This design comes from an exercise in tuning for small area, a short achievable clock period and few clock cycles per item on the open sky130 flow, not from production work. Where RTL was checked, it was by simulation tests only, not by an equivalence proof against the original. Function not checked in run 4: the RTL went through the layout flow alone. No driver is modelled on the clock port, so clock power and skew are understated where the tree is cut down; a real chip needs a root buffer or a tree. No activity file was given, so power comes from the tool's default toggle rates.

<file path="flow/run.sh">
#!/bin/bash
set -euo pipefail
bash standard.sh \
  "BUFFER_PORTS_ARGS=-buffer_cell sky130_fd_sc_hd__buf_1" \
  "PRE_RESIZE_TCL=$PWD/flow/ports.tcl" \
  "PRE_CTS_TCL=$PWD/flow/ctsroot.tcl" \
  "CTS_ARGS=-sink_clustering_enable -repair_clock_nets -sink_clustering_size 30 -sink_clustering_max_diameter 80 -dont_use_dummy_load" \
  finish > flow.log 2>&1
</file>
<file path="flow/ctsroot.tcl">
rename clock_tree_synthesis my_orig_clock_tree_synthesis
proc clock_tree_synthesis {args} {
  my_orig_clock_tree_synthesis {*}$args
  set block [ord::get_db_block]
  set root [$block findInst clkbuf_0_clock]
  if {$root eq "NULL"} {
    puts "ctsroot.tcl: no root buffer clkbuf_0_clock, tree left as built"
    return
  }
  set in [[$root findITerm A] getNet]
  set out [[$root findITerm X] getNet]
  set loads {}
  foreach it [$out getITerms] { if {[$it isInputSignal]} { lappend loads $it } }
  if {[llength $loads] > 4} {
    puts "ctsroot.tcl: root buffer drives [llength $loads] pins, tree left as built"
    return
  }
  foreach it $loads { $it disconnect; $it connect $in }
  odb::dbInst_destroy $root
  odb::dbNet_destroy $out
  $in setSigType CLOCK
  puts "ctsroot.tcl: removed clkbuf_0_clock; the clock port drives [llength $loads] buffers"
}
</file>
<file path="flow/ports.tcl">
# PRE_RESIZE hook: the port buffers start as buf_1; the inputs that fan out to many
# enables or feed long control paths get a stronger buffer.
foreach {port cell} {csr_wr_en buf_8 csr_index[0] buf_8 csr_index[1] buf_8 csr_index[2] buf_8 reset buf_4 req_valid buf_4 rsp_ready buf_4 req_end_of_region buf_4} {
  foreach pin [get_pins -of_objects [get_nets $port]] {
    set inst [get_cells -of_objects $pin]
    set master [get_property [get_lib_cells -of_objects $inst] name]
    if {[string match "sky130_fd_sc_hd__buf_*" $master]} {
      puts "ports.tcl: [get_full_name $inst] ($master) -> sky130_fd_sc_hd__$cell for $port"
      replace_cell $inst sky130_fd_sc_hd__$cell
    }
  }
}
</file>
<file path="standard.sh">
#!/bin/bash
# synth_recipe.tcl (not shown) runs the flow's synth.tcl, then flattens the netlist and writes it again
# the make line also repeats each setting of config.mk as NAME=value (left out here)
make -C /OpenROAD-flow-scripts/flow DESIGN_CONFIG=/design/flow/config.mk WORK_HOME=/design/flow/orfs CLKGATE_MAP_FILE= SYNTH_SCRIPT=/design/flow/synth_recipe.tcl "${@:-finish}"
</file>
<file path="config.mk">
export PLATFORM = sky130hd
export DESIGN_NAME = fuzzy_signature_scanner
export DESIGN_NICKNAME = fuzzy_signature_scanner
export VERILOG_FILES = /design/flow/design.v
export SDC_FILE = /design/flow/constraint.sdc
export NUM_CORES = 4
export LEC_CHECK = 0
export ABC_CLOCK_PERIOD_IN_PS = 2500
export CAP_MARGIN = 20
export CORE_MARGIN = 2
export CORE_UTILIZATION = 60
export CTS_CLUSTER_DIAMETER = 80
export CTS_CLUSTER_SIZE = 30
export SETUP_SLACK_MARGIN = 5
export SLEW_MARGIN = 20
</file>
<file path="constraint.sdc">
create_clock -name core_clock -period 7.5 [get_ports {clock}]
set_input_delay 1.5000 -clock core_clock [delete_from_list [all_inputs] [get_ports {clock}]]
set_output_delay 1.5000 -clock core_clock [all_outputs]
set_load 0.01 [all_outputs]
</file>
<file path="design.v">
package fss_pkg;
   localparam int BYTE_BITS         = 8;
   localparam int CSR_INDEX_BITS    = 3;
   localparam int CSR_DATA_BITS     = 64;
   localparam int MATCH_BITS        = 6;
   localparam int OFFSET_OUT_BITS   = 32;
   localparam int REG_PATTERN_BYTES = 31;
   localparam int PATTERN_REG_BITS  = 4 * CSR_DATA_BITS;
   localparam logic [MATCH_BITS-1:0] MIN_MATCHES_RESET = 6'd31;
   typedef enum logic [CSR_INDEX_BITS-1:0] {
      CSR_PATTERN_LO    = 3'd0,
      CSR_PATTERN_MID   = 3'd1,
      CSR_PATTERN_UPPER = 3'd2,
      CSR_PATTERN_TOP   = 3'd3,
      CSR_FINAL_BYTE    = 3'd4,
      CSR_MIN_MATCHES   = 3'd5
   } csr_index_type;
   typedef struct packed {
      logic [CSR_DATA_BITS-1:0] pattern_top;
      logic [CSR_DATA_BITS-1:0] pattern_upper;
      logic [CSR_DATA_BITS-1:0] pattern_mid;
      logic [CSR_DATA_BITS-1:0] pattern_lo;
      logic [BYTE_BITS-1:0]     final_byte;
      logic [MATCH_BITS-1:0]    min_matches;
   } cfg_type;
endpackage
import fss_pkg::*;
module fss_match #(
   parameter int PATTERN_LEN = 32
) (
   input  logic [BYTE_BITS-1:0]                           data_byte,
   input  logic [PATTERN_LEN-1:0][BYTE_BITS-1:0]          pattern,
   output logic [PATTERN_LEN-1:0]                         equal
);
   for (genvar j = 0; j < PATTERN_LEN; j++) begin : g_pos
      assign equal[j] = (data_byte == pattern[j]);
   end
endmodule
import fss_pkg::*;
module fuzzy_signature_scanner #(
   parameter int PATTERN_LEN = 32,
   parameter int OFFSET_BITS = 32
) (
   input  logic                      clock,
   input  logic                      reset,
   input  logic                      req_valid,
   output logic                      req_ready,
   input  logic [7:0]                req_data_byte,
   input  logic                      req_end_of_region,
   output logic                      rsp_valid,
   input  logic                      rsp_ready,
   output logic                      rsp_found,
   output logic [31:0]               rsp_hit_offset,
   input  logic                      csr_wr_en,
   input  logic [2:0]                csr_index,
   input  logic [63:0]               csr_wdata
);
   localparam int N = PATTERN_LEN;
   logic [REG_PATTERN_BYTES-1:0][BYTE_BITS-1:0] pat_ff;    
   logic [BYTE_BITS-1:0]                        final_ff;  
   logic [MATCH_BITS-1:0]                       min_ff;
   logic [CSR_DATA_BITS-1:0] wdata;
   logic [5:0]               wr;
   assign wdata = reset ? {{(CSR_DATA_BITS-MATCH_BITS){1'b0}}, MIN_MATCHES_RESET} : csr_wdata;
   for (genvar r = 0; r < 6; r++) begin : g_wr
      assign wr[r] = reset || (csr_wr_en && csr_index == 3'(r));
   end
   always_ff @(posedge clock) begin
      if (wr[CSR_PATTERN_LO])    pat_ff[7:0]   <= reset ? '0 : wdata;
      if (wr[CSR_PATTERN_MID])   pat_ff[15:8]  <= reset ? '0 : wdata;
      if (wr[CSR_PATTERN_UPPER]) pat_ff[23:16] <= reset ? '0 : wdata;
      if (wr[CSR_PATTERN_TOP])   pat_ff[30:24] <= reset ? '0 : wdata[55:0];
      if (wr[CSR_FINAL_BYTE])    final_ff      <= reset ? '0 : wdata[BYTE_BITS-1:0];
      if (wr[CSR_MIN_MATCHES])   min_ff        <= wdata[MATCH_BITS-1:0];
   end
   logic                 in_valid_ff;
   logic [BYTE_BITS-1:0] in_byte_ff;
   logic                 in_eor_ff;
   logic                 ready_ff;
   logic                   first_ff;      
   logic [4:0]             seen_ff;       
   logic                   past_ff;       
   logic                   hit_done_ff;   
   logic [OFFSET_BITS-1:0] off_ff;        
   logic                   rsp_valid_ff, rsp_found_ff;
   logic [N-1:1][5:0] part;
   logic [N-1:0][BYTE_BITS-1:0] pattern;
   logic [N-1:0]                equal;
   assign pattern = {final_ff, pat_ff};
   fss_match #(
      .PATTERN_LEN(N)
   ) u_match (
      .data_byte(in_byte_ff),
      .pattern  (pattern),
      .equal    (equal)
   );
   logic hd, live, risky, stall, go;
   logic hit_if_eq, hit_if_ne, hit_now, miss_now, report;
   assign hd    = hit_done_ff && !first_ff;
   assign live  = !first_ff && (&seen_ff) && !hd;
   assign risky = live || (in_eor_ff && !hd);
   assign stall = rsp_valid_ff && risky;
   assign go    = in_valid_ff && !stall;
   logic hit_if_eq_ff, hit_if_ne_ff;
   logic ge0, ge1, ge2;
   assign ge0 = {1'b0, part[2]} >= {1'b0, min_ff};
   assign ge1 = {1'b0, part[2]} + 7'd1 >= {1'b0, min_ff};
   assign ge2 = {1'b0, part[2]} + 7'd2 >= {1'b0, min_ff};
   assign hit_if_eq = equal[N-2] ? ge2 : ge1;
   assign hit_if_ne = equal[N-2] ? ge1 : ge0;
   assign hit_now   = live && (equal[N-1] ? hit_if_eq_ff : hit_if_ne_ff);
   assign miss_now  = in_eor_ff && !hd && !hit_now;
   assign report    = go && (hit_now || miss_now);
   logic                   in_valid_d, in_eor_d, first_d, hit_done_d, rsp_valid_d;
   logic [4:0]             seen_d;
   logic                   hd_d, live_d, risky_d, stall_d;
   logic [OFFSET_BITS-1:0] off_inc, off_d;
   logic                   off_upd, off_sel;
   always_comb begin
      in_valid_d  = (req_valid && ready_ff) || (in_valid_ff && !go);
      in_eor_d    = ready_ff ? req_end_of_region : in_eor_ff;
      first_d     = go ? in_eor_ff : first_ff;
      seen_d      = go ? (first_ff ? 5'd1 : ((&seen_ff) ? seen_ff : seen_ff + 5'd1)) : seen_ff;
      hit_done_d  = go ? (hd || hit_now) : hit_done_ff;
      rsp_valid_d = report || (rsp_valid_ff && !rsp_ready);
      hd_d    = hit_done_d && !first_d;
      live_d  = !first_d && (&seen_d) && !hd_d;
      risky_d = live_d || (in_eor_d && !hd_d);
      stall_d = rsp_valid_d && risky_d;
      off_inc = (off_ff == {{(OFFSET_BITS-6){1'b1}}, 6'b011111}) ? off_ff : off_ff + 1'b1;
      off_upd = go && (live || (in_eor_ff && !hd));
      off_sel = off_upd && past_ff && live && !miss_now;
      off_d   = ({OFFSET_BITS{!off_upd}} & off_ff) | ({OFFSET_BITS{off_sel}} & off_inc);
   end
   always_ff @(posedge clock) begin
      if (reset) begin
         in_valid_ff  <= 1'b0;
         ready_ff     <= 1'b1;
         first_ff     <= 1'b1;
         rsp_valid_ff <= 1'b0;
      end else begin
         in_valid_ff  <= in_valid_d;
         ready_ff     <= !(in_valid_d && stall_d);
         first_ff     <= first_d;
         rsp_valid_ff <= rsp_valid_d;
      end
   end
   always_ff @(posedge clock) begin
      if (ready_ff) begin
         in_byte_ff <= req_data_byte;
         in_eor_ff  <= req_end_of_region;
      end
      seen_ff     <= seen_d;
      hit_done_ff <= hit_done_d;
      if (go) begin
         past_ff <= !first_ff && (&seen_ff);
         hit_if_eq_ff <= hit_if_eq;
         hit_if_ne_ff <= hit_if_ne;
      end
      off_ff       <= off_d;
      rsp_found_ff <= (report && hit_now) || (!report && rsp_found_ff);
   end
   for (genvar k = 1; k < N; k++) begin : g_part
      localparam int W = $clog2(N - k + 1);
      logic [W-1:0] part_ff;
      if (k == N - 1) begin : g_last
         always_ff @(posedge clock)
            if (go) part_ff <= equal[0];
      end else begin : g_mid
         logic [W-1:0] part_src, part_inc, part_ones;
         assign part_src = W'(part[k+1]);
         always_comb begin
            part_ones[0] = 1'b1;
            for (int i = 1; i < W; i++)
               part_ones[i] = part_ones[i-1] && part_src[i-1];
            part_inc = part_src ^ (part_ones & {W{equal[N-1-k]}});
         end
         always_ff @(posedge clock)
            if (go) part_ff <= part_inc;
      end
      assign part[k] = 6'(part_ff);
   end
   assign req_ready      = ready_ff;
   assign rsp_valid      = rsp_valid_ff;
   assign rsp_found      = rsp_found_ff;
   assign rsp_hit_offset = off_ff;
endmodule
</file>
==> flow_summary_export.csv, run 1 <==
group,metric,value,unit
status,outcome,"complete, no violations",
detailed_routing,firstDrtPassIters,5,
power,cellPowerDensity,210,nW/um2
floorplan,ioPinCount,116,
floorplan,die_y,187,um
power,p_int,3590,uW
detailed_routing,avgRoutedWirePerCell,21.6,um
worst_setup_path,worst-path-buf-inv,1,
finish,syn_to_final_growth,10.0,%
clock_tree,clk_latency,0.43,ns
worst_setup_path,arrival,2.57,ns
yosys,synth_fp_nets,1595,
floorplan,dieArea,35000,um2
yosys,ys.flop_type,"edfxtp_1",
global_route,grt.total_usage,24.6,%
floorplan,die_w,187,um
timing,tns,0,ns
worst_setup_path,crit_family,"compound AO/OA/AOI/OAI gates",
yosys,synth_area,20100,um2
yosys,synth_edf_count,398,
yosys,avgSynthCellArea,13.7,um2
timing,period_minus_slack,2.50,ns
worst_setup_path,rr_startpoint,"in_byte_ff[1]",
detailed_routing,drc,0,
min_path,min_to,"off_ff[28]",
placed_design,gp_congestion,0.800,
power,ir_drop,0.000181,V
detailed_routing,wl,43.6,mm
yosys,synth-seq-cells,441,
finish,layout_commonest_cell,"edfxtp_1",
worst_setup_path,reg2reg_to,"off_ff[16]",
power,seqPwrFrac,63.5,%
finish,nets,1705,
floorplan,core_area,33300,um2
placed_design,post-place-ws,3.86,ns
min_path,min_from,"off_ff[28]",
finish,final_cell_mix,"398 x edfxtp_1, 288 x xnor2_1, 123 x nor2b_1, 93 x buf_1, 71 x nand4_1",
worst_setup_path,rrSetupSlack,5.09,ns
timing,max_clock_freq,400,MHz
timing,setup_slack,5.00,ns
min_path,holdPathStages,1,
timing,finalClockSkew,0.0516,ns
yosys,synthTopCellsByArea,"edfxtp_1 60%, xnor2_1 13%, dfxtp_1 4.3%",
detailed_routing,vias_per_cell,5.71,
yosys,async_flop_share,0,%
placed_design,io_buffer_count,115,
power,p_sw,1050,uW
yosys,yosysTopAreaCell,"edfxtp_1",
run,maxCapViolCount,0,
yosys,ys_seq_area_share,63.8,%
power,pwr-share-comb,10.7,%
timing,slew_violations,0,
yosys,yosysUniqueCellTypes,58,
global_route,grt_pass1_wl,65.0,mm
timing,hold_viol,0,
yosys,ys_warn_count,1,
worst_setup_path,crit_path_cell_trace,"buf_8 > nor2b_4 > a21o_4",
timing,rsz0062_at_grt,"true",
timing,max_slew_margin,59.2,%
floorplan,rows,67,
clock_tree,numClockSinks,441,
timing,setup_viol,0,
floorplan,start_util,60.4,%
worst_setup_path,r2r_cells,8,
power,p_leak,0.00744,uW
placed_design,place_hpwl,26.8,mm
detailed_routing,vias,11600,
global_route,antenna_found_initial,1,
detailed_routing,drt_iter0_markers,814,
yosys,yosysTopAreaCellShare,59.5,%
detailed_routing,ant_nets,0,
worst_setup_path,setup.worst_path.class,"in2reg",
power,swShare,22.7,%
worst_setup_path,worstPathMaxFanout,32,
worst_setup_path,required,7.57,ns
timing,tightest_slew,0.610,ns
worst_setup_path,end_kind,"flip-flop",
yosys,syn_inst,1465,
finish,drive_gt1_share,9.22,%
global_route,grt_max_degree,76,
timing,min_period_over_period,33.4,%
min_path,holdCritPathClass,"reg2reg",
worst_setup_path,cp_slowest_cell,"a21o_4",
worst_setup_path,slowest_delay,0.51,ns
global_route,gr-total-overflow,0,
clock_tree,cts.clk_slew.worst_paths,0.10,ns
power,p_clk_share,25.8,%
global_route,grt_pass1_vias,11000,
worst_setup_path,cp-start-kind,"primary input",
worst max path at each step:
stage | from | to | cells past startpoint
floorplan | seen_ff[0] | off_ff[11] | 7
global placement | first_ff | g_part[14].part_ff[2] | 5
detailed placement | first_ff | g_part[14].part_ff[2] | 5
CTS | reset | pat_ff[105] | 3
global route | csr_wr_en | pat_ff[132] | 3
finish | csr_wr_en | pat_ff[132] | 3
flip-flops by register name (all words and copies together) (netlist names), 5 cells and up, named ones only:
name,count
pat_ff,248
final_ff,8
min_ff,6
off_ff,32
g_part.part_ff,124
seen_ff,5
in_byte_ff,8
synthesized netlist by cell type, drive strengths merged, types with 2 or more instances:
library cell    n
edfxtp        398
xor2           61
nor3b           4
o22a            2
a22o            3
ha             49
o21ai          14
clkbuf         26
nor4b           2
a31oi          22
a32oi           2
a31o            3
nand3          35
dfxtp          43
or3             4
nor2           50
a21o           14
nor4            8
nand2          58
o21a            2
nand4          72
nand4b          2
mux2            3
a41oi           7
and3           32
o21bai          2
buf            33
xnor2         290
a21boi          2
nor2b         125
nand2b          7
inv            21
o211ai          2
a21oi          29
and2            6
and4            3
o22ai           2
or2             8
nor3           12
power by group through the flow:
stage          combinational [uW]  sequential [uW]  clock (uW)
2_1_floorplan                 347             2990           0
3_3_place_gp                  453             3010           0
3_5_place_dp                  461             3010           0
4_1_cts                       494             2950        1220
5_1_grt                       541             2960        1300
6_report                      497             2950        1200
cells by family (layout without fill, tap and decap cells):
logic type	after synthesis	count (layout)	synth area share [%]
other	0	1	0
multiplexers	3	3	0.168
AO/OA/AOI/OAI	113	120	3.76
AND/OR/NAND/NOR	428	428	12.1
XOR/XNOR	351	351	15.3
flip-flops	441	441	63.8
buffers and inverters	80	181	1.78
adder cells (fa/ha/maj)	49	49	3.05
metal layers:
metal	routed length, um	global-route usage [%]	vias to the layer above
met3	2340	3.58	46
li1	-	-	5489
met1	19500	35.0	5708
met4	949	6.17	0
met2	20800	40.3	309
met5	0	0	-
metrics by stage:
| stage | std cells | hold WS, ns | util [%] | cell area, um2 | total power (uW) |
|---|---|---|---|---|---|
| finish | 2022 | 0.477 | 66.4 | 22100 | 4640 |
| global route | 2021 | 0.479 | 66.4 | 22100 | 4800 |
| CTS | 2014 | 0.482 | 65.9 | 21900 | 4670 |
| global placement | 1982 | 0.467 | 63.0 | 21000 | 3460 |
| floorplan | 1465 | 0.492 | - | 20200 | 3340 |
| detailed placement | 1982 | 0.477 | 63.2 | 21000 | 3470 |
what timing repair did:
item | in CTS | in global routing
cloned | 8 | 1
hold buffers | 0 | 0
pin swaps | 5 | 3
buffers inserted | 3 | 6
gates resized for setup | 84 | 37
endpoints found under the setup margin | 604 | 257
area by class of cell:
class / count / area, um2
clock buffers: 21 / 526
diodes: 1 / 2.50
repair buffers: 139 / 870
flip-flops and latches: 441 / 12900
fillers: 2458 / 11200
well taps: 448 / 561
multi-input cells: 951 / 7180
inverters: 21 / 78.8
Testbench counts, summed over its fixed seeds: cycles 35,186, bytes 35,180.
==> run 2, diff against run 1 <==
--- a/config.mk
+++ b/config.mk
@@ -8,7 +8,7 @@
 export ABC_CLOCK_PERIOD_IN_PS = 2500
 export CAP_MARGIN = 20
 export CORE_MARGIN = 2
-export CORE_UTILIZATION = 60
+export CORE_UTILIZATION = 63
 export CTS_CLUSTER_DIAMETER = 80
 export CTS_CLUSTER_SIZE = 30
 export SETUP_SLACK_MARGIN = 5
==> flow_summary_export.csv, run 2 <==
group,metric,value,unit
timing,tightest_slew,0.698,ns
yosys,yosys.cell_count.top_type,"edfxtp_1",
worst_setup_path,arrival,0.97,ns
finish,seq_area,12900,um2
min_path,holdCritPathClass,"reg2reg",
yosys,synth_fp_nets,1595,
worst_setup_path,cp-start-kind,"flip-flop",
clock_tree,cts.clk_slew.worst_paths,0.09,ns
yosys,ys_warn_count,1,
detailed_routing,wl,43.1,mm
floorplan,die_w,183,um
placed_design,gp_congestion,0.821,
detailed_routing,drc,0,
yosys,ys.flop_type,"edfxtp_1",
yosys,ys_seq_area_share,63.8,%
finish,final_cell_mix,"398 x edfxtp_1, 286 x xnor2_1, 123 x nor2b_1, 102 x buf_1, 71 x nand4_1",
clock_tree,clk_latency,0.41,ns
global_route,gr-total-overflow,0,
worst_setup_path,worst-path-buf-inv,1,
power,cellPowerDensity,209,nW/um2
finish,drive_gt1_share,8.58,%
finish,layout_commonest_cell,"edfxtp_1",
power,ir_drop,0.000225,V
timing,setup_viol,0,
yosys,yosysUniqueCellTypes,58,
detailed_routing,vias_per_cell,5.87,
finish,max_flop_register,"pat_ff",
finish,syn_to_final_growth,9.67,%
status,outcome,"complete, no violations",
yosys,synthTopCellsByArea,"edfxtp_1 60%, xnor2_1 13%, dfxtp_1 4.3%",
yosys,yosysTopAreaCell,"edfxtp_1",
timing,tns,0,ns
timing,max_clock_freq,405,MHz
yosys,yosysTopAreaCellShare,59.5,%
detailed_routing,avgRoutedWirePerCell,21.8,um
run,maxCapViolCount,0,
clock_tree,numClockSinks,441,
floorplan,dieArea,33300,um2
finish,fin_cells,1976,
detailed_routing,drt_iter0_markers,996,
floorplan,start_util,63.8,%
finish,top_regs,"pat_ff (248), g_part.part_ff (124), off_ff (32)",
floorplan,core_area,31500,um2
worst_setup_path,required,6.00,ns
yosys,synth_commonest_cells,"398 x edfxtp_1, 290 x xnor2_1, 125 x nor2b_1",
worst_setup_path,slowest_delay,0.42,ns
global_route,antenna_found_initial,3,
finish,nets,1705,
clock_tree,cts_hold_buf,0,
yosys,synth-seq-cells,441,
timing,slew_violations,0,
placed_design,io_buffer_count,115,
yosys,synth_area,20100,um2
timing,finalClockSkew,0.0375,ns
finish,largest_reg_flops,248,
power,p_leak,0.00740,uW
global_route,grt.total_usage,26.0,%
worst_setup_path,setup.worst_path.class,"reg2out",
detailed_routing,ant_nets,0,
floorplan,die_y,183,um
global_route,grt_max_degree,97,
placed_design,dp_cells,1935,
timing,min_period_over_period,32.9,%
yosys,syn_inst,1465,
global_route,grt_pass1_wl,65.5,mm
global_route,grt_pass1_vias,11300,
worst_setup_path,crit_path_cell_trace,"buf_1",
timing,period_minus_slack,2.47,ns
detailed_routing,vias,11600,
placed_design,place_hpwl,26.3,mm
timing,hold_viol,0,
worst_setup_path,worstPathMaxFanout,7,
worst_setup_path,end_kind,"output port",
floorplan,rows,65,
worst_setup_path,crit_family,"flip-flops",
finish,num-fill-cells,2205,
timing,max_slew_margin,53.3,%
timing,rsz0062_at_grt,"true",
floorplan,ioPinCount,116,
yosys,async_flop_share,0,%
yosys,avgSynthCellArea,13.7,um2
detailed_routing,firstDrtPassIters,5,
yosys,synth_edf_count,398,
worst_setup_path,cp_slowest_cell,"dfxtp_2",
finish,multi_input_area,7260,um2
## run 2: metrics by stage
step	area [um2]	utilization, %	hold slack, ns	total power, uW	setup WS [ns]
floorplan	20200	-	0.492	3340	3.28
global placement	20900	66.4	0.461	3460	3.98
detailed placement	21000	66.6	0.477	3470	3.89
CTS	21900	69.6	0.486	4620	4.84
global route	22000	70.0	0.494	4760	4.95
finish	22000	70.0	0.466	4590	5.03
## run 2: path summary, 6_finish.rpt
check | to | cells past startpoint | from | slack [ns]
worst min register to register | off_ff[14] | 1 | off_ff[14] | 0.47
worst min-delay path | off_ff[14] | 1 | off_ff[14] | 0.47
worst max-delay path | rsp_hit_offset[3] | 1 | off_ff[3] | 5.03
worst max register to register | g_part[5].part_ff[4] | 7 | in_byte_ff[7] | 5.06
## run 2: per-layer routing
layer / wire (um) / share of wire (%) / track usage, %
met1: 19500 / 45 / 37.6
met2: 20500 / 48 / 42.9
met3: 2160 / 5.0 / 3.19
met4: 935 / 2.2 / 5.77
met5: 27 / 0.063 / 0
## run 2: cell families after synthesis
family | Yosys count | synth area share [%]
and+or+nand+nor | 428 | 12.1
xor gates and xnor gates | 351 | 15.3
muxes | 3 | 0.168
buffers and inverters | 80 | 1.78
adders and majority gates | 49 | 3.05
DFF | 441 | 63.8
AOI/OAI and AO/OA | 113 | 3.76
## run 2: timing repair
item | 4_1_cts | 5_1_grt
cloned | 14 | 0
setup buffers | 3 | 4
endpoints found under the hold margin | 0 | 0
resized for setup | 81 | 23
setup endpoints to repair | 639 | 180
pin swaps | 10 | 2
## run 2: final cells by class
cell class,count,area share (%)
Sequential cell,441,58.5
Antenna cell,1,0.0114
Timing Repair Buffer,136,3.76
Clock buffer,19,2.16
Inverter,21,0.358
Multi-Input combinational cell,956,33.0
Tap cell,402,2.28
## run 2: power by group
group	internal (uW)	switching, uW	total, uW
Sequential	2860	84.1	2950
Combinational	226	274	500
Clock	458	688	1150
==> run 3, diff against run 2 <==
--- a/config.mk
+++ b/config.mk
@@ -8,7 +8,7 @@
 export ABC_CLOCK_PERIOD_IN_PS = 2500
 export CAP_MARGIN = 20
 export CORE_MARGIN = 2
-export CORE_UTILIZATION = 63
+export CORE_UTILIZATION = 57
 export CTS_CLUSTER_DIAMETER = 80
 export CTS_CLUSTER_SIZE = 30
 export SETUP_SLACK_MARGIN = 5
==> flow_summary_export.csv, run 3 <==
group,metric,value,unit
status,outcome,"complete, no violations",
worst_setup_path,crit_path_cell_trace,"buf_8 > nor2b_2 > a21o_4",
detailed_routing,avgRoutedWirePerCell,21.3,um
yosys,synthTopCellsByArea,"edfxtp_1 60%, xnor2_1 13%, dfxtp_1 4.3%",
global_route,grt_pass1_wl,65.3,mm
finish,drive_gt1_share,8.60,%
timing,max_clock_freq,381,MHz
global_route,grt_max_degree,74,
floorplan,die_w,192,um
finish,layout_commonest_cell,"edfxtp_1",
worst_setup_path,rrSetupSlack,5.15,ns
yosys,yosysTopAreaCellShare,59.5,%
worst_setup_path,setup.worst_path.class,"in2reg",
worst_setup_path,end_kind,"flip-flop",
yosys,async_flop_share,0,%
worst_setup_path,worst-path-buf-inv,1,
timing,finalClockSkew,0.0721,ns
timing,tightest_slew,0.644,ns
finish,seq_area,12900,um2
finish,fin_cells,2026,
worst_setup_path,required,7.50,ns
detailed_routing,vias_per_cell,5.66,
placed_design,io_buffer_count,115,
worst_setup_path,r2r_cells,8,
worst_setup_path,reg2reg_to,"off_ff[16]",
floorplan,die_y,192,um
floorplan,start_util,58.0,%
clock_tree,clk_latency,0.43,ns
placed_design,place_hpwl,26.9,mm
floorplan,ioPinCount,116,
worst_setup_path,cp_slowest_cell,"a21o_4",
yosys,synth_fp_nets,1595,
yosys,ys.flop_type,"edfxtp_1",
worst_setup_path,rr_startpoint,"in_byte_ff[6]",
yosys,synth_commonest_cells,"398 x edfxtp_1, 290 x xnor2_1, 125 x nor2b_1",
global_route,gr-total-overflow,0,
timing,rsz0062_at_grt,"true",
timing,slew_violations,0,
yosys,syn_inst,1465,
worst_setup_path,crit_family,"compound AO/OA/AOI/OAI gates",
detailed_routing,drt_iter0_markers,836,
detailed_routing,firstDrtPassIters,8,
finish,top_regs,"pat_ff (248), g_part.part_ff (124), off_ff (32)",
worst_setup_path,cp-start-kind,"primary input",
finish,final_cell_mix,"398 x edfxtp_1, 286 x xnor2_1, 123 x nor2b_1, 97 x buf_1, 71 x nand4_1",
global_route,grt_pass1_vias,11200,
detailed_routing,wl,43.2,mm
yosys,yosysTopAreaCell,"edfxtp_1",
power,ir_drop,0.000198,V
finish,largest_reg_flops,248,
timing,hold_viol,0,
clock_tree,cts_hold_buf,0,
worst_setup_path,arrival,2.62,ns
detailed_routing,drc,0,
worst_setup_path,slowest_delay,0.52,ns
detailed_routing,vias,11500,
placed_design,gp_congestion,0.814,
finish,multi_input_area,7180,um2
global_route,grt.total_usage,23.8,%
timing,max_slew_margin,56.9,%
floorplan,dieArea,36800,um2
clock_tree,numClockSinks,441,
power,p_leak,0.00741,uW
yosys,ys_seq_area_share,63.8,%
timing,hold_ws,0.480,ns
min_path,holdPathStages,1,
yosys,synth-seq-cells,441,
floorplan,rows,68,
detailed_routing,ant_nets,0,
finish,syn_to_final_growth,9.90,%
min_path,min_from,"off_ff[21]",
placed_design,dp_cells,1988,
worst_setup_path,worstPathMaxFanout,32,
finish,final_core_util,63.7,%
timing,setup_viol,0,
yosys,synth_edf_count,398,
clock_tree,cts.clk_slew.worst_paths,0.11,ns
floorplan,core_area,34600,um2
yosys,ys_warn_count,1,
timing,min_period_over_period,35.0,%
min_path,holdCritPathClass,"reg2reg",
run,maxCapViolCount,0,
yosys,synth_area,20100,um2
finish,nets,1702,
finish,max_flop_register,"pat_ff",
yosys,yosys.cell_count.top_type,"edfxtp_1",
global_route,antenna_found_initial,2,
min_path,min_to,"off_ff[21]",
timing,tns,0,ns
finish,num-fill-cells,2631,
timing,period_minus_slack,2.62,ns
yosys,avgSynthCellArea,13.7,um2
power,cellPowerDensity,210,nW/um2
yosys,yosysUniqueCellTypes,58,
-- run 3: changes by cell type in the layout (fill, tap and decap cells not counted), moves of 3 or more --
cell / delta
buf_1: -5
nor2_2: +3
dfxtp_1: +4
buf_12: +8
buf_8: -4
a21o_4: -4
-- run 3: worst max path at each step --
stage / from / end / slack, ns / depth (start not counted)
after CTS: csr_index[1] / pat_ff[167] / 4.88 / 3
after global routing: csr_wr_en / pat_ff[39] / 4.88 / 3
after global placement: first_ff / g_part[16].part_ff[3] / 3.95 / 5
final: csr_index[1] / pat_ff[167] / 4.88 / 3
after floorplan: seen_ff[0] / off_ff[11] / 3.28 / 7
after detailed placement: first_ff / g_part[15].part_ff[4] / 3.83 / 5
-- run 3: what timing repair did --
item | 4_1_cts | 5_1_grt
endpoints found under the hold margin | 0 | 0
buffers inserted | 4 | 3
gates cloned | 10 | 0
setup endpoints to repair | 593 | 310
resized for setup | 81 | 26
pin swaps | 8 | 3
-- run 3: logic make-up (layout without fill, tap and decap cells) --
family | after synthesis | count (layout) | share of synthesized area (%)
compound gates | 113 | 121 | 3.76
xor+xnor | 351 | 351 | 15.3
fa+ha+maj | 49 | 49 | 3.05
buf+inv | 80 | 177 | 1.78
flops | 441 | 441 | 63.8
mux | 3 | 3 | 0.168
other cells | 0 | 1 | 0
simple gates | 428 | 428 | 12.1
-- run 3: worst register-to-register path, stage by stage (launching register included) --
cell	delay [ns]
edfxtp_1	0.43
buf_12	0.23
xnor2_1	0.22
nand4_1	0.19
nor4b_4	0.40
nor3_4	0.12
buf_12	0.19
and3_1	0.19
a221o_1	0.25
-- run 3: power by group --
part	switching, uW	total (uW)	leakage [uW]	internal, uW
Sequential	85.8	2950	0.00421	2870
Combinational	268	494	0.00295	226
Clock	700	1180	0.000246	481
Total	1050	4630	0.00741	3570
-- run 3: layout make-up --
type / count / share of cell area, %
sequential: 441 / 58.3
multi-input combinational: 952 / 32.5
timing repair buffer: 136 / 3.96
tap: 455 / 2.58
clock buffer: 20 / 2.27
inverter: 21 / 0.357
antenna: 1 / 0.0113
-- run 3: metal layers --
layer / up-vias / GRT usage [%] / share of wire, %
met5: - / 0 / 0.019
met4: 2 / 4.47 / 1.9
met3: 39 / 2.81 / 4.3
met2: 257 / 39.2 / 47
met1: 5697 / 34.5 / 46
li1: 5479 / - / -
-- run 3: stage by stage --
| step | setup slack (ns) | total power [uW] | instance area (um2) |
|---|---|---|---|
| detailed placement | 3.83 | 3470 | 21000 |
| global placement | 3.95 | 3460 | 21000 |
| CTS | 4.88 | 4650 | 22000 |
| global route | 4.88 | 4790 | 22100 |
| finish | 4.88 | 4630 | 22100 |
| floorplan | 3.28 | 3340 | 20200 |
==> run 4, diff against run 3 <==
--- a/design.v
+++ b/design.v
@@ -59,20 +59,24 @@
    logic [REG_PATTERN_BYTES-1:0][BYTE_BITS-1:0] pat_ff;    
    logic [BYTE_BITS-1:0]                        final_ff;  
    logic [MATCH_BITS-1:0]                       min_ff;
-   logic [CSR_DATA_BITS-1:0] wdata;
-   logic [5:0]               wr;
-   assign wdata = reset ? {{(CSR_DATA_BITS-MATCH_BITS){1'b0}}, MIN_MATCHES_RESET} : csr_wdata;
+   logic [5:0] wr, zero_ff;
    for (genvar r = 0; r < 6; r++) begin : g_wr
-      assign wr[r] = reset || (csr_wr_en && csr_index == 3'(r));
+      assign wr[r] = csr_wr_en && csr_index == 3'(r);
    end
    always_ff @(posedge clock) begin
-      if (wr[CSR_PATTERN_LO])    pat_ff[7:0]   <= reset ? '0 : wdata;
-      if (wr[CSR_PATTERN_MID])   pat_ff[15:8]  <= reset ? '0 : wdata;
-      if (wr[CSR_PATTERN_UPPER]) pat_ff[23:16] <= reset ? '0 : wdata;
-      if (wr[CSR_PATTERN_TOP])   pat_ff[30:24] <= reset ? '0 : wdata[55:0];
-      if (wr[CSR_FINAL_BYTE])    final_ff      <= reset ? '0 : wdata[BYTE_BITS-1:0];
-      if (wr[CSR_MIN_MATCHES])   min_ff        <= wdata[MATCH_BITS-1:0];
+      if (reset) zero_ff <= '1;
+      else       zero_ff <= zero_ff & ~wr;
    end
+   always_ff @(posedge clock) begin
+      if (wr[CSR_PATTERN_LO])    pat_ff[7:0]   <= csr_wdata;
+      if (wr[CSR_PATTERN_MID])   pat_ff[15:8]  <= csr_wdata;
+      if (wr[CSR_PATTERN_UPPER]) pat_ff[23:16] <= csr_wdata;
+      if (wr[CSR_PATTERN_TOP])   pat_ff[30:24] <= csr_wdata[55:0];
+      if (wr[CSR_FINAL_BYTE])    final_ff      <= csr_wdata[BYTE_BITS-1:0];
+      if (wr[CSR_MIN_MATCHES])   min_ff        <= csr_wdata[MATCH_BITS-1:0];
+   end
+   logic [MATCH_BITS-1:0] min_eff;
+   assign min_eff = zero_ff[CSR_MIN_MATCHES] ? MIN_MATCHES_RESET : min_ff;
    logic                 in_valid_ff;
    logic [BYTE_BITS-1:0] in_byte_ff;
    logic                 in_eor_ff;
@@ -87,13 +91,20 @@
    logic [N-1:0][BYTE_BITS-1:0] pattern;
    logic [N-1:0]                equal;
    assign pattern = {final_ff, pat_ff};
+   logic [N-1:0] equal_raw;
+   logic         zero_byte;
    fss_match #(
       .PATTERN_LEN(N)
    ) u_match (
       .data_byte(in_byte_ff),
       .pattern  (pattern),
-      .equal    (equal)
+      .equal    (equal_raw)
    );
+   assign zero_byte = (in_byte_ff == '0);
+   for (genvar p = 0; p < N; p++) begin : g_eq
+      localparam int R = (p == N - 1) ? CSR_FINAL_BYTE : p / 8;
+      assign equal[p] = zero_ff[R] ? zero_byte : equal_raw[p];
+   end
    logic hd, live, risky, stall, go;
    logic hit_if_eq, hit_if_ne, hit_now, miss_now, report;
    assign hd    = hit_done_ff && !first_ff;
@@ -103,9 +114,9 @@
    assign go    = in_valid_ff && !stall;
    logic hit_if_eq_ff, hit_if_ne_ff;
    logic ge0, ge1, ge2;
-   assign ge0 = {1'b0, part[2]} >= {1'b0, min_ff};
-   assign ge1 = {1'b0, part[2]} + 7'd1 >= {1'b0, min_ff};
-   assign ge2 = {1'b0, part[2]} + 7'd2 >= {1'b0, min_ff};
+   assign ge0 = {1'b0, part[2]} >= {1'b0, min_eff};
+   assign ge1 = {1'b0, part[2]} + 7'd1 >= {1'b0, min_eff};
+   assign ge2 = {1'b0, part[2]} + 7'd2 >= {1'b0, min_eff};
    assign hit_if_eq = equal[N-2] ? ge2 : ge1;
    assign hit_if_ne = equal[N-2] ? ge1 : ge0;
    assign hit_now   = live && (equal[N-1] ? hit_if_eq_ff : hit_if_ne_ff);
==> flow/ports.tcl (replaced) <==
# PRE_RESIZE hook: the port buffers start as buf_1; the inputs that fan out to many
# enables or feed long control paths get a stronger buffer.
foreach port {csr_wr_en csr_index[0] csr_index[1] csr_index[2] reset req_valid rsp_ready req_end_of_region} {
  foreach pin [get_pins -of_objects [get_nets $port]] {
    set inst [get_cells -of_objects $pin]
    set master [get_property [get_lib_cells -of_objects $inst] name]
    if {[string match "sky130_fd_sc_hd__buf_*" $master]} {
      puts "ports.tcl: [get_full_name $inst] ($master) -> sky130_fd_sc_hd__buf_4 for $port"
      replace_cell $inst sky130_fd_sc_hd__buf_4
    }
  }
}
--- a/config.mk
+++ b/config.mk
@@ -8,8 +8,8 @@
 export ABC_CLOCK_PERIOD_IN_PS = 2500
 export CAP_MARGIN = 20
 export CORE_MARGIN = 2
-export CORE_UTILIZATION = 57
+export CORE_UTILIZATION = 60
 export CTS_CLUSTER_DIAMETER = 80
 export CTS_CLUSTER_SIZE = 30
-export SETUP_SLACK_MARGIN = 5
+export SETUP_SLACK_MARGIN = 4.95
 export SLEW_MARGIN = 20
==> flow_summary_export.csv, run 4 <==
group,metric,value,unit
status,outcome,"complete, no violations",
floorplan,ioPinCount,116,
global_route,grt_max_degree,67,
worst_setup_path,end_kind,"flip-flop",
yosys,synth_fp_nets,1496,
finish,max_flop_register,"pat_ff",
global_route,grt_pass1_vias,11000,
worst_setup_path,cp-start-kind,"flip-flop",
finish,num-fill-cells,2290,
yosys,ys.flop_type,"edfxtp_1",
detailed_routing,drt_iter0_markers,928,
finish,top_regs,"pat_ff (248), g_part.part_ff (124), off_ff (32)",
worst_setup_path,cp_slowest_cell,"edfxtp_1",
placed_design,dp_cells,1890,
run,maxCapViolCount,0,
worst_setup_path,setup.worst_path.class,"reg2reg",
yosys,synth_edf_count,398,
power,ir_drop,0.000198,V
finish,fin_area,22800,um2
timing,hold_ws,0.490,ns
global_route,grt_pass1_wl,63.9,mm
power,p_leak,0.00783,uW
floorplan,die_y,185,um
worst_setup_path,worstPathMaxFanout,6,
yosys,syn_inst,1366,
finish,drive_gt1_share,15.0,%
timing,min_period_over_period,36.8,%
detailed_routing,drc,0,
placed_design,place_hpwl,26.5,mm
global_route,grt.busiest_layer,"met2",
yosys,async_flop_share,0,%
timing,slew_violations,0,
timing,tns,0,ns
yosys,muxShareOfSynthArea,0.255,%
floorplan,core_area,32400,um2
detailed_routing,vias_per_cell,5.80,
placed_design,gp_congestion,0.813,
timing,finalClockSkew,0.0627,ns
detailed_routing,vias,11500,
worst_setup_path,slowest_delay,0.46,ns
global_route,grt_use_met3,3.13,%
timing,setup_viol,0,
timing,period_minus_slack,2.76,ns
global_route,met2_usage,42.1,%
yosys,synth_top_family_by_area,"XOR/XNOR gates",
finish,syn_to_final_growth,16.0,%
worst_setup_path,arrival,3.07,ns
yosys,synthAdderAreaFrac,3.13,%
worst_setup_path,rrSetupSlack,4.74,ns
finish,largest_reg_flops,248,
clock_tree,cts.clk_slew.worst_paths,0.11,ns
yosys,synth-seq-cells,447,
finish,layout_commonest_cell,"edfxtp_1",
timing,max_clock_freq,362,MHz
clock_tree,cts_hold_buf,0,
worst_setup_path,crit_path_cell_trace,"buf_12 > xor2_1 > nor4_2 > a41oi_2 > buf_4 > mux2i_4 > buf_6 > nor3_4 > buf_6 > buf_12 > a41oi_1 > a31oi_1",
global_route,grt.total_usage,25.1,%
floorplan,dieArea,34200,um2
worst_setup_path,r2r_cells,12,
power,cellPowerDensity,197,nW/um2
finish,fin_cells,1986,
yosys,synth-xor-area-share,15.8,%
yosys,synthTopCellsByArea,"edfxtp_1 61%, xnor2_1 12%, dfxtp_1 5.0%",
detailed_routing,avgRoutedWirePerCell,22.7,um
yosys,avgSynthCellArea,14.4,um2
timing,tightest_slew,1.20,ns
floorplan,rows,66,
global_route,antenna_found_initial,1,
min_path,holdPathStages,2,
yosys,synthSimpleGateAreaFrac,8.13,%
yosys,synth-compound-area-share,5.04,%
min_path,holdCritPathClass,"reg2reg",
floorplan,start_util,60.6,%
timing,rsz0062_at_grt,"true",
timing,hold_viol,0,
global_route,gr-total-overflow,0,
yosys,ys_seq_area_share,65.9,%
yosys,synth_commonest_cells,"398 x edfxtp_1, 258 x xnor2_1, 96 x xor2_1",
finish,nets,1675,
placed_design,placed_cell_area,20600,um2
detailed_routing,firstDrtPassIters,5,
detailed_routing,ant_nets,0,
clock_tree,numClockSinks,447,
yosys,yosysTopAreaCell,"edfxtp_1",
timing,max_slew_margin,20.1,%
worst_setup_path,required,7.81,ns
clock_tree,clk_latency,0.44,ns
yosys,yosysUniqueCellTypes,63,
yosys,yosysTopAreaCellShare,60.9,%
placed_design,io_buffer_count,115,
yosys,yosys.cell_count.top_type,"edfxtp_1",
yosys,synth_area,19600,um2
detailed_routing,wl,45.0,mm
floorplan,die_w,185,um
global_route,use_met1,35.0,%
yosys,ys_warn_count,1,
finish,final_cell_mix,"398 x edfxtp_1, 249 x xnor2_1, 107 x buf_1, 96 x xor2_1, 70 x nand3_1",
run 4: area by class of cell:
cell class	instances	area, um2	area share, %
diodes	1	2.50	0.0110
clock buffers	21	526	2.31
inverters	21	113	0.495
multi-input cells	850	7090	31.2
flip-flops and latches	447	13000	57.0
well taps	442	553	2.43
repair buffers	203	1490	6.56
repair inverters	1	11.3	0.0495
run 4: logic make-up (layout without fill, tap and decap cells):
family	count (synthesis)	in the layout
buffers and inverters	72	246
DFF	447	447
AOI/OAI and AO/OA	136	136
xor gates and xnor gates	354	354
adders and majority gates	49	49
and+or+nand+nor	303	306
other	0	1
muxes	5	5
run 4: where the power goes:
group	switching [uW]	internal [uW]	total [uW]
sequential	57.7	2800	2860
clock	721	503	1220
combinational	228	168	396
run 4: metal layers:
metal / part of all wire (%) / up-vias
met3: 6.5 / 70
met1: 42 / 5673
met2: 48 / 400
met5: 0.024 / -
met4: 3.1 / 2
li1: - / 5373
run 4: repair_timing:
action,4_1_cts,5_1_grt
setup endpoints to repair,499,220
gates resized for setup,86,100
pin swaps,27,45
hold endpoints to repair,0,0
gates cloned,4,9
setup buffers,29,32
run 4: per-stage QoR:
stage | util [%] | power [uW] | setup WS, ns
after CTS | 67.5 | 4460 | 4.81
final | 70.3 | 4480 | 4.74
after global routing | 70.3 | 4620 | 4.66
after global placement | 63.5 | 3220 | 3.67
after floorplan | - | 3120 | 4.49
after detailed placement | 63.6 | 3230 | 3.56
run 4: critical path, delay by kind of cell (launching register included):
kind,cells,cell delay [ns]
buffers and inverters,5,0.79
AOI/OAI and AO/OA,3,0.51
and+or+nand+nor,2,0.49
DFF,1,0.46
muxes,1,0.20
xor gates and xnor gates,1,0.17
run 4: path summary, 6_finish.rpt:
kind,startpoint,end
max reg2reg,in_byte_ff[1],off_ff[22]
max,in_byte_ff[1],off_ff[22]
min,off_ff[11],off_ff[11]
min reg2reg,off_ff[11],off_ff[11]

what the ideal ports hide:
Ports are ideal in the flow. The routed layouts listed here were re-timed in OpenROAD.
Step 1, drivers: a clkbuf_16 drives clock and a buf_2 each remaining input, both assumed.
Step 2 moves the port delays by t, midway between the first and last clock arrival at a register: inputs arrive t later, outputs are due t later. That takes back most of the time a late clock gives input paths.
a / b / c = ideal ports / drivers / drivers and shift; a / b = the first two.
| run | t, ns | slack for setup (ns) | hold WS [ns] | latest minus earliest clock arrival (ns) | slew at the worst register clock pin (ns) |
|---|---|---|---|---|---|
| run 1 | 0.469 | 4.998 / 4.941 / 4.548 | 0.477 / 0.477 / 0.477 | 0.052 / 0.052 | 0.11 / 0.11 |
| run 2 | 0.462 | 5.031 / 4.963 / 4.594 | 0.466 / 0.466 / 0.466 | 0.043 / 0.043 | 0.12 / 0.12 |
| run 3 | 0.457 | 4.878 / 4.873 / 4.416 | 0.480 / 0.480 / 0.480 | 0.072 / 0.072 | 0.11 / 0.11 |
| run 4 | 0.475 | 4.741 / 4.740 / 4.567 | 0.490 / 0.490 / 0.490 | 0.063 / 0.063 | 0.11 / 0.11 |
After both steps setup and hold are still met in every run listed. The setup slack of run 3, which loses most, moves by -0.005 ns with the drivers and by -0.462 ns with both steps.
